This design comes from an exercise in tuning for small area and a short achievable clock period on the open sky130 flow, not from production work. Only simulation tests tie the RTL to the original design; equivalence was not proved. The flow treats the clock pin as an ideal source, which a real chip does not have. Power and IR drop assume default switching activity.

## flow/design.v (module list and top-level ports; edited modules follow where they fit)
// module bin_mult: 3684 lines
module bin_mult #(
  parameter int WIDTH  = 32,
  parameter int STAGES = 4
) (
  input  logic               CLK,
  input  logic               rst_n,
  input  logic [WIDTH-1:0]   A,
  input  logic [WIDTH-1:0]   B,
  output logic [2*WIDTH-1:0] C
);
  // ...
==> flow/flow/run.sh <==
#!/bin/bash
# Own layout flow: the standard synthesis, then a polarity pass over the mapped
# netlist (flow/polarity.py: flips full adders and 2-input gates to remove
# inverters; same registers, same function), then the standard layout steps
# with the make settings listed one per line in flow/extra.txt, and a hook
# after CTS (flow/post_cts.tcl) that lets the clock port drive the first level
# of the clock tree directly.
set -uo pipefail
R=orfs/results/sky130hd/bin_mult/base
EXTRA=()
if [[ -f flow/extra.txt ]]; then readarray -t EXTRA < <(grep -v '^\s*$' flow/extra.txt); fi
bash standard.sh synth > log_synth.txt 2>&1 || { tail -20 log_synth.txt; exit 1; }
cp $R/1_2_yosys.v $R/1_2_yosys_standard.v
python3 flow/polarity.py $R/1_2_yosys_standard.v $R/1_2_yosys_polarity.v > log_polarity.txt 2>&1 || { cat log_polarity.txt; exit 1; }
cp $R/1_2_yosys_polarity.v $R/1_2_yosys.v
rm -f $R/1_synth.odb
bash standard.sh finish "POST_CTS_TCL=$PWD/flow/post_cts.tcl" "${EXTRA[@]}" > log_layout.txt 2>&1 || { tail -20 log_layout.txt; exit 1; }
==> flow/flow/extra.txt <==
SETUP_SLACK_MARGIN=6.2
BUFFER_PORTS_ARGS=-buffer_cell sky130_fd_sc_hd__buf_1
==> flow/flow/polarity.py <==
#!/usr/bin/env python3
"""Re-choose signal polarities in a mapped sky130hd netlist to remove inverters.

A full adder is self-dual: FA(~a,~b,~c) = (~sum, ~cout). So each fa_1 may be
flipped (fed the complements of its inputs, giving the complements of its
outputs). A 2-input AND/OR-type gate may take complemented inputs and/or give a
complemented output (and2, nand2, nor2, or2 are one function under the four
choices), and an XOR-type gate may give a complemented output (xor2, xnor2).
Half adders are split into an XOR-type and an AND-type gate first. Inverter
chains are collapsed, the choices are made to minimise the area of the gates
and of the inverters still needed, and those inverters are re-created.
Registers, ports and all other cells keep their function and connections.

usage: polarity.py in.v out.v
"""
import re, sys, random
from collections import defaultdict

PFX = 'sky130_fd_sc_hd__'
AREA = {'inv_1': 3.7536, 'and2_1': 6.256, 'nand2_1': 3.7536, 'or2_1': 6.256,
        'nor2_1': 3.7536, 'xor2_1': 8.7584, 'xnor2_1': 8.7584}
OUTPIN = {'and2_1': 'X', 'nand2_1': 'Y', 'or2_1': 'X', 'nor2_1': 'Y',
          'xor2_1': 'X', 'xnor2_1': 'Y'}
# (input flip, output flip) -> cell, for each starting cell
AO = {
    'and2_1':  {(0, 0): 'and2_1', (0, 1): 'nand2_1', (1, 0): 'nor2_1', (1, 1): 'or2_1'},
    'nand2_1': {(0, 0): 'nand2_1', (0, 1): 'and2_1', (1, 0): 'or2_1', (1, 1): 'nor2_1'},
    'or2_1':   {(0, 0): 'or2_1', (0, 1): 'nor2_1', (1, 0): 'nand2_1', (1, 1): 'and2_1'},
    'nor2_1':  {(0, 0): 'nor2_1', (0, 1): 'or2_1', (1, 0): 'and2_1', (1, 1): 'nand2_1'},
    'xor2_1':  {(0, 0): 'xor2_1', (0, 1): 'xnor2_1', (1, 0): 'xor2_1', (1, 1): 'xnor2_1'},
    'xnor2_1': {(0, 0): 'xnor2_1', (0, 1): 'xor2_1', (1, 0): 'xnor2_1', (1, 1): 'xor2_1'},
}
OUTPINS = {'X', 'Y', 'Q', 'Q_N', 'SUM', 'COUT', 'HI', 'LO'}

def short(t): return t[len(PFX):] if t.startswith(PFX) else t

src = open(sys.argv[1]).read()
first = src.find('  ' + PFX)
header = src[:first]
foot = src.rfind('endmodule')
body = src[first:foot]
cell_re = re.compile(r'\s*(\S+)\s+(\S+)\s*\((.*?)\);', re.S)
pin_re = re.compile(r'\.(\w+)\(\s*((?:\\\S+|[^()\s])+(?:\s*\[\d+\])?)\s*\)')
cells = []
for cm in cell_re.finditer(body):
    cells.append([cm.group(1), cm.group(2), [(p, n.strip()) for p, n in pin_re.findall(cm.group(3))]])
assert body.count(PFX) == len(cells), "parse mismatch"
assert 'assign' not in body

ports = set(mm.group(3) for mm in re.finditer(r'^\s*(input|output)\s+(\[\d+:\d+\]\s+)?(\S+);', header, re.M))
def is_port(net): return net.split('[')[0].strip() in ports

# split half adders
split = []
for typ, name, pl in cells:
    if short(typ) == 'ha_1':
        d = dict(pl)
        split.append([PFX + 'xor2_1', name + 'x', [('A', d['A']), ('B', d['B']), ('X', d['SUM'])]])
        split.append([PFX + 'and2_1', name + 'a', [('A', d['A']), ('B', d['B']), ('X', d['COUT'])]])
    else:
        split.append([typ, name, pl])
cells = split

driver = {}
for ci, (typ, name, pl) in enumerate(cells):
    for p, n in pl:
        if p in OUTPINS: driver[n] = ci
transp = set(ci for ci, (typ, name, pl) in enumerate(cells)
             if short(typ) == 'inv_1' and not is_port(dict(pl)['Y']))
memo = {}
def root(net):
    if net in memo: return memo[net]
    ci = driver.get(net)
    if ci is not None and ci in transp:
        r, ph = root(dict(cells[ci][2])['A'])
        res = (r, ph ^ 1)
    else:
        res = (net, 0)
    memo[net] = res
    return res

# variables: FA -> one var (in = out); gates -> in var and out var
nv = 0
invar, outvar = {}, {}
for ci, (typ, name, pl) in enumerate(cells):
    st = short(typ)
    if st == 'fa_1':
        invar[ci] = outvar[ci] = nv; nv += 1
    elif st in AO:
        invar[ci] = nv; outvar[ci] = nv + 1; nv += 2
x = [0] * nv
cons = defaultdict(list)
for ci, (typ, name, pl) in enumerate(cells):
    if ci in transp: continue
    for p, n in pl:
        if p in OUTPINS: continue
        r, ph = root(n)
        cons[r].append((ci, ph))
port_need = defaultdict(set)
for n in list(driver):
    if is_port(n):
        r, ph = root(n)
        if (r, ph) != (n, 0): port_need[r].add(ph)

def xd(r):
    ci = driver.get(r)
    v = outvar.get(ci) if ci is not None else None
    return x[v] if v is not None else 0
def xc(ci):
    v = invar.get(ci)
    return x[v] if v is not None else 0
def need_inv(r):
    d = xd(r)
    for (ci, ph) in cons[r]:
        if ph ^ d ^ xc(ci): return True
    for ph in port_need.get(r, ()):
        if ph ^ d: return True
    return False
def cell_area(ci):
    st = short(cells[ci][0])
    if st not in AO: return 0.0
    return AREA[AO[st][(x[invar[ci]], x[outvar[ci]])]]
roots_of_var = defaultdict(set)
cells_of_var = defaultdict(set)
for ci in invar:
    for p, n in cells[ci][2]:
        if p in OUTPINS: roots_of_var[outvar[ci]].add(n)
        else: roots_of_var[invar[ci]].add(root(n)[0])
    cells_of_var[invar[ci]].add(ci); cells_of_var[outvar[ci]].add(ci)
allroots = set(cons) | set(port_need)
def total():
    return sum(AREA['inv_1'] for r in allroots if need_inv(r)) + sum(cell_area(ci) for ci in invar)
def local_cost(v):
    return sum(AREA['inv_1'] for r in roots_of_var[v] if need_inv(r)) + sum(cell_area(ci) for ci in cells_of_var[v])
def search():
    improved, it = True, 0
    while improved and it < 50:
        improved = False; it += 1
        for v in range(nv):
            c0 = local_cost(v); x[v] ^= 1
            if local_cost(v) < c0 - 1e-9: improved = True
            else: x[v] ^= 1
    return total()

t0 = total()
is_fa = lambda ci: short(cells[ci][0]) == 'fa_1'
adj = defaultdict(list)
for r, lst in cons.items():
    d = driver.get(r)
    if d is None or not is_fa(d): continue
    for (ci, ph) in lst:
        if is_fa(ci):
            adj[outvar[d]].append((invar[ci], ph)); adj[invar[ci]].append((outvar[d], ph))
comp, comps = {}, []
for ci in invar:
    v0 = invar[ci]
    if not is_fa(ci) or v0 in comp: continue
    cid = len(comps); comps.append([v0]); comp[v0] = cid
    stack = [v0]
    while stack:
        u = stack.pop()
        for (w, ph) in adj[u]:
            if w not in comp:
                comp[w] = cid; x[w] = x[u] ^ ph; comps[-1].append(w); stack.append(w)
gate_vars = [v for ci in invar if not is_fa(ci) for v in (invar[ci], outvar[ci])]
def gate_fix():
    for _ in range(3):
        for v in gate_vars:
            c0 = local_cost(v); x[v] ^= 1
            if local_cost(v) >= c0 - 1e-9: x[v] ^= 1
for vs in comps:
    gate_fix(); c0 = total()
    for v in vs: x[v] ^= 1
    gate_fix()
    if total() >= c0 - 1e-9:
        for v in vs: x[v] ^= 1
best = (search(), list(x))
x[:] = best[1]
t1 = total()

# rebuild
newinv, out_cells = {}, []
def phys(r, ph):
    if ph == 0: return r
    if r not in newinv: newinv[r] = f"_pol{len(newinv)}_"
    return newinv[r]
for ci, (typ, name, pl) in enumerate(cells):
    if ci in transp: continue
    st = short(typ)
    npl = []
    for p, n in pl:
        if p in OUTPINS: npl.append((p, n)); continue
        r, ph = root(n)
        npl.append((p, phys(r, ph ^ xd(r) ^ xc(ci))))
    if st in AO:
        nt = AO[st][(x[invar[ci]], x[outvar[ci]])]
        npl = [((OUTPIN[nt] if p in OUTPINS else p), n) for p, n in npl]
        typ = PFX + nt
    out_cells.append((typ, name, npl))
for r, nm in newinv.items():
    out_cells.append((PFX + 'inv_1', nm + 'i', [('A', r), ('Y', nm)]))
lines = [header.rstrip('\n')]
lines += [f"  wire {nm};" for nm in newinv.values()]
for typ, name, pl in out_cells:
    lines.append(f"  {typ} {name} (")
    lines.append(",\n".join(f"    .{p}({n}{' ' if n.startswith(chr(92)) else ''})" for p, n in pl))
    lines.append("  );")
lines.append("endmodule")
open(sys.argv[2], 'w').write("\n".join(lines) + "\n")
sys.stderr.write(f"polarity: {len(comps)} FA groups; inverters {len(transp)} -> {len(newinv)}; "
                 f"flexible-cell area {t0:.0f} -> {t1:.0f} ({t1 - t0:+.0f} um2)\n")
==> flow/flow/post_cts.tcl <==
set block [ord::get_db_block]
set root [$block findInst clkbuf_0_CLK]
if {$root != "NULL"} {
  set clk_net [[$root findITerm A] getNet]
  set out_net [[$root findITerm X] getNet]
  set loads {}
  foreach it [$out_net getITerms] {
    if {[$it getInst] != $root} { lappend loads $it }
  }
  if {[llength $loads] <= 4 && [llength [$out_net getBTerms]] == 0} {
    foreach it $loads {
      $it disconnect
      $it connect $clk_net
    }
    odb::dbInst_destroy $root
    odb::dbNet_destroy $out_net
    puts "post_cts: removed root clock buffer, port drives [llength $loads] buffers"
    estimate_parasitics -placement
    repair_timing_helper
    detailed_placement
    check_placement -verbose
  } else {
    puts "post_cts: root buffer has [llength $loads] loads, kept"
  }
}
==> flow/standard.sh <==
#!/bin/bash
# synth_recipe.tcl (not shown) runs the flow's synth.tcl, then flattens the netlist and writes it again
# the make line also repeats each setting of config.mk as NAME=value (left out here)
make -C /OpenROAD-flow-scripts/flow DESIGN_CONFIG=/design/flow/config.mk WORK_HOME=/design/flow/orfs CLKGATE_MAP_FILE= SYNTH_SCRIPT=/design/flow/synth_recipe.tcl "${@:-finish}"
==> flow/config.mk <==
export PLATFORM = sky130hd
export DESIGN_NAME = bin_mult
export DESIGN_NICKNAME = bin_mult
export VERILOG_FILES = /design/flow/design.v
export SDC_FILE = /design/flow/constraint.sdc
export NUM_CORES = 4
export LEC_CHECK = 0
export CAP_MARGIN = 20
export CORE_MARGIN = 2
export CORE_UTILIZATION = 60
export CTS_CLUSTER_DIAMETER = 80
export CTS_CLUSTER_SIZE = 24
export PLACE_DENSITY = 0.7
export SLEW_MARGIN = 20
==> flow/constraint.sdc <==
create_clock -name core_clock -period 9.0 [get_ports {CLK}]
set_input_delay 1.8000 -clock core_clock [delete_from_list [all_inputs] [get_ports {CLK}]]
set_output_delay 1.8000 -clock core_clock [all_outputs]
set_load 0.01 [all_outputs]
==> results.yml, run 1 <==
outcome:
  status: "no timing/DRC/antenna violations"
min_path:
  min_path_type: "flip-flop to flip-flop"
clock_network:
  clock-sinks: 570
  clk_latency_ps: 400
die:
  placementRows: 87
  start_util_pct: 60.9
sta:
  hold_violations: 0
  rsz0062_at_grt: "no"
  finalSetupViolations: 0
  period_share_pct: 31.8
  period_needed_ps: 2860
layout:
  fin_area_mm2: 0.0373
  largest_reg_flops: 64
  nNonClkBuffers: 187
  multi_input_area_mm2: 0.0216
route:
  top_layer_used: "met5"
  wirelength_um: 97700
  wl_per_cell_um: 26.4
critical_path:
  end_kind: "flip-flop"
  crit_chain: "a22oi_1 > xor2_1 > fa_1 > fa_1 > fa_1"
  cp.depth: 5
  max_stage_delay_ps: 780
  worstPathArrival_ps: 3130
  crit_buf_inv: 0
  worstSetupPathType: "flip-flop to flip-flop"
  worstPathRequired_ps: 9270
yosys:
  syn_avg_cell_area_um2: 11.7
  syn_nets: 3502
place:
  place_ws_ps: 5530
  dpl.hpwl_um: 61300
  dpl_cell_area_mm2: 0.0352
global_routing:
  antenna_found_initial: 1
  grt_pass1_wl_um: 146000
  grt_max_degree: 69
  gr-usage-met2_pct: 46.0
  grt-ovfl-total: 0
  grt_busiest_layer: "met2"
power_and_ir_drop:
  clk-power_mw: 1.78
  power_mw: 13.9
  switching_share_pct: 42.3
  power_frac_clock_pct: 12.8
==> run 2, diff against run 1 <==
==> flow/flow/extra.txt (replaced) <==
SETUP_SLACK_MARGIN=6.3
BUFFER_PORTS_ARGS=-buffer_cell sky130_fd_sc_hd__buf_1
==> results.yml, run 2 <==
global_routing:
  grt_pass1_vias: 24600
  grt_pass1_wl_um: 151000
  antenna_found_initial: 4
  grt_max_degree: 69
  grt-ovfl-total: 0
  grtUsageTotal_pct: 33.6
die:
  chipHeight_um: 244
  dieWidth_um: 244
  coreArea_mm2: 0.0566
  die_area_mm2: 0.0594
  ios: 130
  placementRows: 87
  start_util_pct: 60.9
clock_network:
  clk_latency_ps: 400
  cts_tree: "built"
  clock-sinks: 570
  clk_pin_slew_ps: 90
layout:
  nFillCells: 4208
  final_nets: 3532
  syn_to_final_growth_pct: 10.8
  mostFrequentLayoutCell: "xor2_1"
  layout_common_cells: "xor2_1, a22oi_1, fa_1"
  utilization_pct: 67.5
  top_regs: "C x64, a1_r x32, a_r x32"
  largest_reg_flops: 64
  drive_above_1_share_pct: 12.4
  top_register: "C"
place:
  dpl.hpwl_um: 60600
  place_congestion: 0.919
  port_buffers: 129
yosys:
  synth_area_mm2: 0.0345
  syn_nets: 3502
  syn_avg_cell_area_um2: 11.7
  synth_warnings: 1
  netlist_instances: 2947
route:
  wirelength_um: 103000
  drcViolationCount: 0
  vias: 24200
  wl_per_cell_um: 27.3
  drtPass1Iterations: 9
  drt_iter0_markers: 3048
  ant_nets: 0
  avgViaCountPerCell: 6.45
sta:
  relSlewSlack_pct: 44.0
  rsz0062_at_grt: "yes"
  period_needed_ps: 2760
  finalSetupViolations: 0
  max_freq_mhz: 363
  fin_tns_setup_ps: 0
  slew_violations: 0
  hold_violations: 0
  tightest_slew_ps: 840
  period_share_pct: 30.7
  skew_ps: 28.0
critical_path:
  worstSetupPathType: "flip-flop to flip-flop"
  cp_max_fo: 17
  start_kind: "flip-flop"
  worstPathArrival_ps: 3010
  end_kind: "flip-flop"
  worstPathRequired_ps: 9250
power_and_ir_drop:
  leakagePower_nw: 15.1
  cellPowerDensity_mw_per_mm2: 362
  vdd_ir_drop_max_v: 0.000184
flow_run:
  maxCapViolCount: 0
min_path:
  min_path_type: "flip-flop to flip-flop"
outcome:
  status: "no timing/DRC/antenna violations"
==> run 2: final timing paths <==
check                                    to  cells past startpoint  slack, ps              from
max reg2reg                h2_28[4]$_DFF_P_                      6       6240  b1_r[35]$_DFF_P_
min                        h2_10[1]$_DFF_P_                      0        330  h1_10[1]$_DFF_P_
max                        h2_28[4]$_DFF_P_                      6       6240  b1_r[35]$_DFF_P_
max in group asynchronous   C[59]$_DFF_PP0_                      3       6770             rst_n
min in group asynchronous    C[2]$_DFF_PP0_                      3       1660             rst_n
min reg2reg                h2_10[1]$_DFF_P_                      0        330  h1_10[1]$_DFF_P_
==> run 2: critical path, stage by stage, from the launching register on <==
cell and delay, ps:
dfxtp_4 620, buf_12 270, a22oi_1 100, xor2_1 190, fa_1 400, fa_1 500, fa_1 520
==> run 2: final cells by class <==
class / instances / area, um^2 / share of cell area (%)
diodes: 2 / 5.00 / 0.0131
clock buffers: 43 / 893 / 2.34
clock inverters: 15 / 181 / 0.475
inverters: 66 / 274 / 0.717
multi-input cells: 2050 / 21600 / 56.5
flip-flops and latches: 570 / 12000 / 31.4
well taps: 756 / 946 / 2.47
repair buffers: 256 / 2330 / 6.09
==> run 2: metal layers <==
layer | wire length, um | global-route usage, %
met5 | 194 | 1.23
met4 | 5500 | 12.4
met3 | 16100 | 15.0
met2 | 42400 | 47.2
met1 | 38400 | 45.6
==> run 2: power breakdown <==
group          switching (mW)  total (mW)  internal, mW
logic                    4.23        7.74          3.51
registers               0.761        4.50          3.74
clock network           0.881        1.62         0.741
total                    5.87        13.9          7.99
==> run 2: stage by stage <==
stage          cell area (um^2)  power [mW]  setup slack [ps]  hold WS, ps  instances
2_1_floorplan             34500        9.26              6300          310       2947
3_3_place_gp              35200        11.5              5570          315       3605
3_5_place_dp              35200        11.9              5570          312       3605
5_1_grt                   38200        15.0              6240          337       3756
6_report                  38200        13.9              6240          332       3758
==> run 3, diff against run 2 <==
==> flow/flow/extra.txt (replaced) <==
SETUP_SLACK_MARGIN=6.25
BUFFER_PORTS_ARGS=-buffer_cell sky130_fd_sc_hd__buf_1
==> results.yml, run 3 <==
min_path:
  min_path_type: "flip-flop to flip-flop"
yosys:
  synth_area_mm2: 0.0345
  netlist_instances: 2947
  syn_nets: 3502
  syn_avg_cell_area_um2: 11.7
  synth_warnings: 1
route:
  drtPass1Iterations: 7
  drcViolationCount: 0
  wl_per_cell_um: 26.2
  vias: 23700
  met1_length_um: 37900
  avgViaCountPerCell: 6.36
  top_layer_used: "met5"
  wl_met2_um: 40300
  route.met3.wl_um: 14900
  ant_nets: 0
  wirelength_um: 97600
  drt_iter0_markers: 3070
sta:
  finalSetupViolations: 0
  fin_tns_setup_ps: 0
  relSlewSlack_pct: 45.7
  skew_ps: 23.7
  whs_ps: 330
  period_share_pct: 31.2
  rsz0062_at_grt: "yes"
  period_needed_ps: 2810
  tightest_slew_ps: 815
  slew_violations: 0
  hold_violations: 0
  max_freq_mhz: 356
flow_run:
  maxCapViolCount: 0
power_and_ir_drop:
  leakagePower_nw: 14.8
  switching_share_pct: 42.2
  p_comb_share_pct: 55.9
  power_switching_mw: 5.81
  power_mw: 13.8
  p_int_mw: 7.95
  power_frac_clock_pct: 11.4
  cellPowerDensity_mw_per_mm2: 365
  p_seq_share_pct: 32.7
  vdd_ir_drop_max_v: 0.000207
critical_path:
  worstSetupPathType: "flip-flop to output pin"
  worstPathArrival_ps: 1010
  crit_chain: "clkbuf_2"
  start_kind: "flip-flop"
  max_stage_delay_ps: 390
  reg2reg_setup_slack_ps: 6230
  end_kind: "output pin"
  crit_family: "flip-flops"
  cp_max_fo: 1
  crit_buf_inv: 1
  slowest_stage: "dfrtp_1"
  worstPathRequired_ps: 7200
layout:
  syn_to_final_growth_pct: 9.12
  regArea_mm2: 0.0120
  nFillCells: 4264
  drive_above_1_share_pct: 10.9
  largest_reg_flops: 64
  diodes: 0
  final_nets: 3499
  layout_common_cells: "xor2_1, a22oi_1, fa_1"
  top_regs: "C x64, a1_r x32, a_r x32"
  top_register: "C"
  mostFrequentLayoutCell: "xor2_1"
  multi_input_area_mm2: 0.0216
global_routing:
  grt_max_degree: 69
  grtUsageTotal_pct: 31.9
  grt_pass1_vias: 24300
  grt_pass1_wl_um: 146000
  antenna_found_initial: 2
  grt-ovfl-total: 0
clock_network:
  clk_pin_slew_ps: 90
  clock-sinks: 570
  cts_tree: "built"
  clk_latency_ps: 490
die:
  die_area_mm2: 0.0594
  chipHeight_um: 244
  start_util_pct: 60.9
  dieWidth_um: 244
  coreArea_mm2: 0.0566
  ios: 130
  placementRows: 87
outcome:
  status: "no timing/DRC/antenna violations"
place:
  place_congestion: 0.894
  dpl.hpwl_um: 60400
  port_buffers: 129
==> run 3: power groups by stage <==
stage               sequential, mW  combinational [mW]  clock (mW)
finish                        4.50                7.68        1.57
global route                  4.61                8.56        1.69
detailed placement            4.57                7.34           0
global placement              4.53                7.02           0
floorplan                     4.30                4.96           0
==> run 3: path summary, 6_finish.rpt <==
kind	cells after the start	to	from
setup / recovery	1	C[46]	C[46]$_DFF_PP0_
hold / removal	0	h3_2$_DFF_P_	h2_2$_DFF_P_
setup reg to reg	5	h2_41[4]$_DFF_P_	b1_r[34]$_DFF_P_
hold reg to reg	0	h3_2$_DFF_P_	h2_2$_DFF_P_
max in group asynchronous	3	C[33]$_DFF_PP0_	rst_n
min in group asynchronous	3	C[14]$_DFF_PP0_	rst_n
==> run 3: metal layers <==
layer	GRT usage, %	vias up
met2	45.0	1870
li1	-	9760
met3	11.7	404
met5	1.31	-
met4	11.6	6
met1	45.0	11600
==> run 3: final cells by class <==
cell class                 instances  share of cell area, %
clock buffer                      41                   2.16
clock inverter                    12                  0.459
inverter                          66                  0.721
multi-input combinational       2050                   57.4
sequential                       570                   31.8
tap                              756                   2.51
timing repair buffer             226                   4.99
==> run 3: metrics by stage <==
step	cells	setup WS [ps]	util, %	instance area, um^2
6_report	3721	6190	66.5	37600
3_3_place_gp	3606	5560	62.3	35200
3_5_place_dp	3606	5470	62.3	35200
2_1_floorplan	2947	6250	-	34500
5_1_grt	3721	6160	66.5	37600
==> run 4, diff against run 3 <==
--- a/flow/config.mk
+++ b/flow/config.mk
@@ -7,8 +7,8 @@
 export LEC_CHECK = 0
 export CAP_MARGIN = 20
 export CORE_MARGIN = 2
-export CORE_UTILIZATION = 60
+export CORE_UTILIZATION = 65
 export CTS_CLUSTER_DIAMETER = 80
 export CTS_CLUSTER_SIZE = 24
-export PLACE_DENSITY = 0.7
+export PLACE_DENSITY = 0.75
 export SLEW_MARGIN = 20
==> results.yml, run 4 <==
place:
  port_buffers: 129
  dpl.hpwl_um: 60900
  place_ws_ps: 5560
  place_congestion: 0.916
layout:
  top_regs: "C x64, a1_r x32, a_r x32"
  layout_common_cells: "xor2_1, a22oi_1, fa_1"
  largest_reg_flops: 64
  drive_above_1_share_pct: 9.43
  nFillCells: 3685
  syn_to_final_growth_pct: 9.21
  top_register: "C"
  mostFrequentLayoutCell: "xor2_1"
  final_nets: 3504
yosys:
  netlist_instances: 2947
  syn_nets: 3502
  synth_warnings: 1
  syn_avg_cell_area_um2: 11.7
  synth_area_mm2: 0.0345
critical_path:
  worstPathRequired_ps: 9260
  cp_max_fo: 32
  worstPathArrival_ps: 3060
  worstSetupPathType: "flip-flop to flip-flop"
  start_kind: "flip-flop"
  end_kind: "flip-flop"
power_and_ir_drop:
  p_int_mw: 8.01
  power_switching_mw: 5.86
  p_seq_share_pct: 32.4
  cellPowerDensity_mw_per_mm2: 368
  power_frac_clock_pct: 12.0
  switching_share_pct: 42.3
  p_comb_share_pct: 55.6
  vdd_ir_drop_max_v: 0.000205
  leakagePower_nw: 14.7
  power_mw: 13.9
route:
  drcViolationCount: 0
  wl_per_cell_um: 26.7
  wirelength_um: 97800
  vias: 24000
  avgViaCountPerCell: 6.55
  ant_nets: 0
  drt_iter0_markers: 3645
  drtPass1Iterations: 7
clock_network:
  cts_tree: "built"
  clk_pin_slew_ps: 90
  clk_latency_ps: 390
  clock-sinks: 570
outcome:
  status: "no timing/DRC/antenna violations"
global_routing:
  antenna_found_initial: 2
  grt_pass1_vias: 24400
  grt_pass1_wl_um: 145000
  grt-ovfl-total: 0
  grtUsageTotal_pct: 35.1
  grt_max_degree: 69
die:
  chipHeight_um: 234
  coreArea_mm2: 0.0526
  die_area_mm2: 0.0549
  placementRows: 84
  ios: 130
  start_util_pct: 65.6
  dieWidth_um: 234
min_path:
  min_path_type: "flip-flop to flip-flop"
sta:
  hold_violations: 0
  skew_ps: 30.6
  period_needed_ps: 2800
  rsz0062_at_grt: "yes"
  slew_violations: 0
  period_share_pct: 31.1
  fin_tns_setup_ps: 0
  worst_slack_ps: 6200
  relSlewSlack_pct: 45.0
  finalSetupViolations: 0
  tightest_slew_ps: 826
  max_freq_mhz: 358
flow_run:
  maxCapViolCount: 0
## run 4: power by group through the flow
stage / Clock, mW / Sequential [mW] / Combinational (mW)
final: 1.66 / 4.49 / 7.71
after global routing: 1.78 / 4.60 / 8.56
after detailed placement: 0 / 4.54 / 7.35
after global placement: 0 / 4.49 / 7.01
after floorplan: 0 / 4.30 / 4.96
## run 4: area by class of cell
class / count / area [um^2] / area share, %
Antenna cell: 3 / 7.51 / 0.0199
Clock buffer: 43 / 937 / 2.49
Clock inverter: 14 / 186 / 0.495
Inverter: 66 / 267 / 0.707
Multi-Input combinational cell: 2050 / 21600 / 57.4
Sequential cell: 570 / 12000 / 31.8
Tap cell: 688 / 861 / 2.28
Timing Repair Buffer: 227 / 1840 / 4.88
## run 4: layer usage
layer | vias to the layer above | wire length, um | track usage (%)
met1 | 11700 | 35800 | 48.3
met3 | 463 | 16000 | 14.6
li1 | 9761 | - | -
met5 | - | 13 | 0.268
met4 | 2 | 4740 | 13.3
met2 | 2040 | 41200 | 49.6
## run 4: critical path: stages (launching register included)
cell	delay [ps]
dfxtp_1	350
clkbuf_8	350
a22oi_1	160
xor2_1	190
fa_1	670
fa_1	490
fa_1	450
## run 4: path summary, 6_finish.rpt
check                                 startpoint               end  slack, ps  depth (start not counted)
worst max-delay path            b1_r[25]$_DFF_P_  h2_34[3]$_DFF_P_       6200                          6
worst min-delay path                h1_0$_DFF_P_      h2_0$_DFF_P_        330                          0
worst max register to register  b1_r[25]$_DFF_P_  h2_34[3]$_DFF_P_       6200                          6
worst min register to register      h1_0$_DFF_P_      h2_0$_DFF_P_        330                          0
max in group asynchronous                  rst_n   C[33]$_DFF_PP0_       6770                          3
min in group asynchronous                  rst_n    C[6]$_DFF_PP0_       1690                          3
## run 4: stage by stage
step	utilization, %	instances	hold WS (ps)	area (um^2)
final	71.7	3661	334	37700
after global placement	67.0	3542	312	35200
after global routing	71.7	3658	338	37700
after detailed placement	67.0	3543	315	35200
after floorplan	-	2947	310	34500

[afterwards: timing with drivers on the ports]
The results above use ideal ports. As a check the final layouts listed here were re-extracted and re-timed, cells and wires unchanged.
Step 1: set_driving_cell puts a clkbuf_16 on CLK and a buf_2 on each other input, an assumption about the parent block.
Step 2, shift: input delay + t, output delay - t, t = (earliest + latest rising clock arrival at the registers) / 2. This alone moves slack from input paths to output paths.
Three values: ideal, step 1, step 2; two values: the first two.
run	t (ns)	slack for setup (ns)	latest minus earliest clock arrival (ns)
run 1	0.518	6.142 / 6.141 / 6.141	0.033 / 0.032
run 2	0.523	6.241 / 6.169 / 6.241	0.032 / 0.032
run 3	0.568	6.195 / 6.106 / 6.235	0.028 / 0.028
run 4	0.496	6.204 / 6.170 / 6.204	0.036 / 0.037
After both steps setup and hold are still met in every run listed. The setup slack of run 1, which loses most, moves by -0.001 ns with the drivers and by -0.001 ns with both steps.
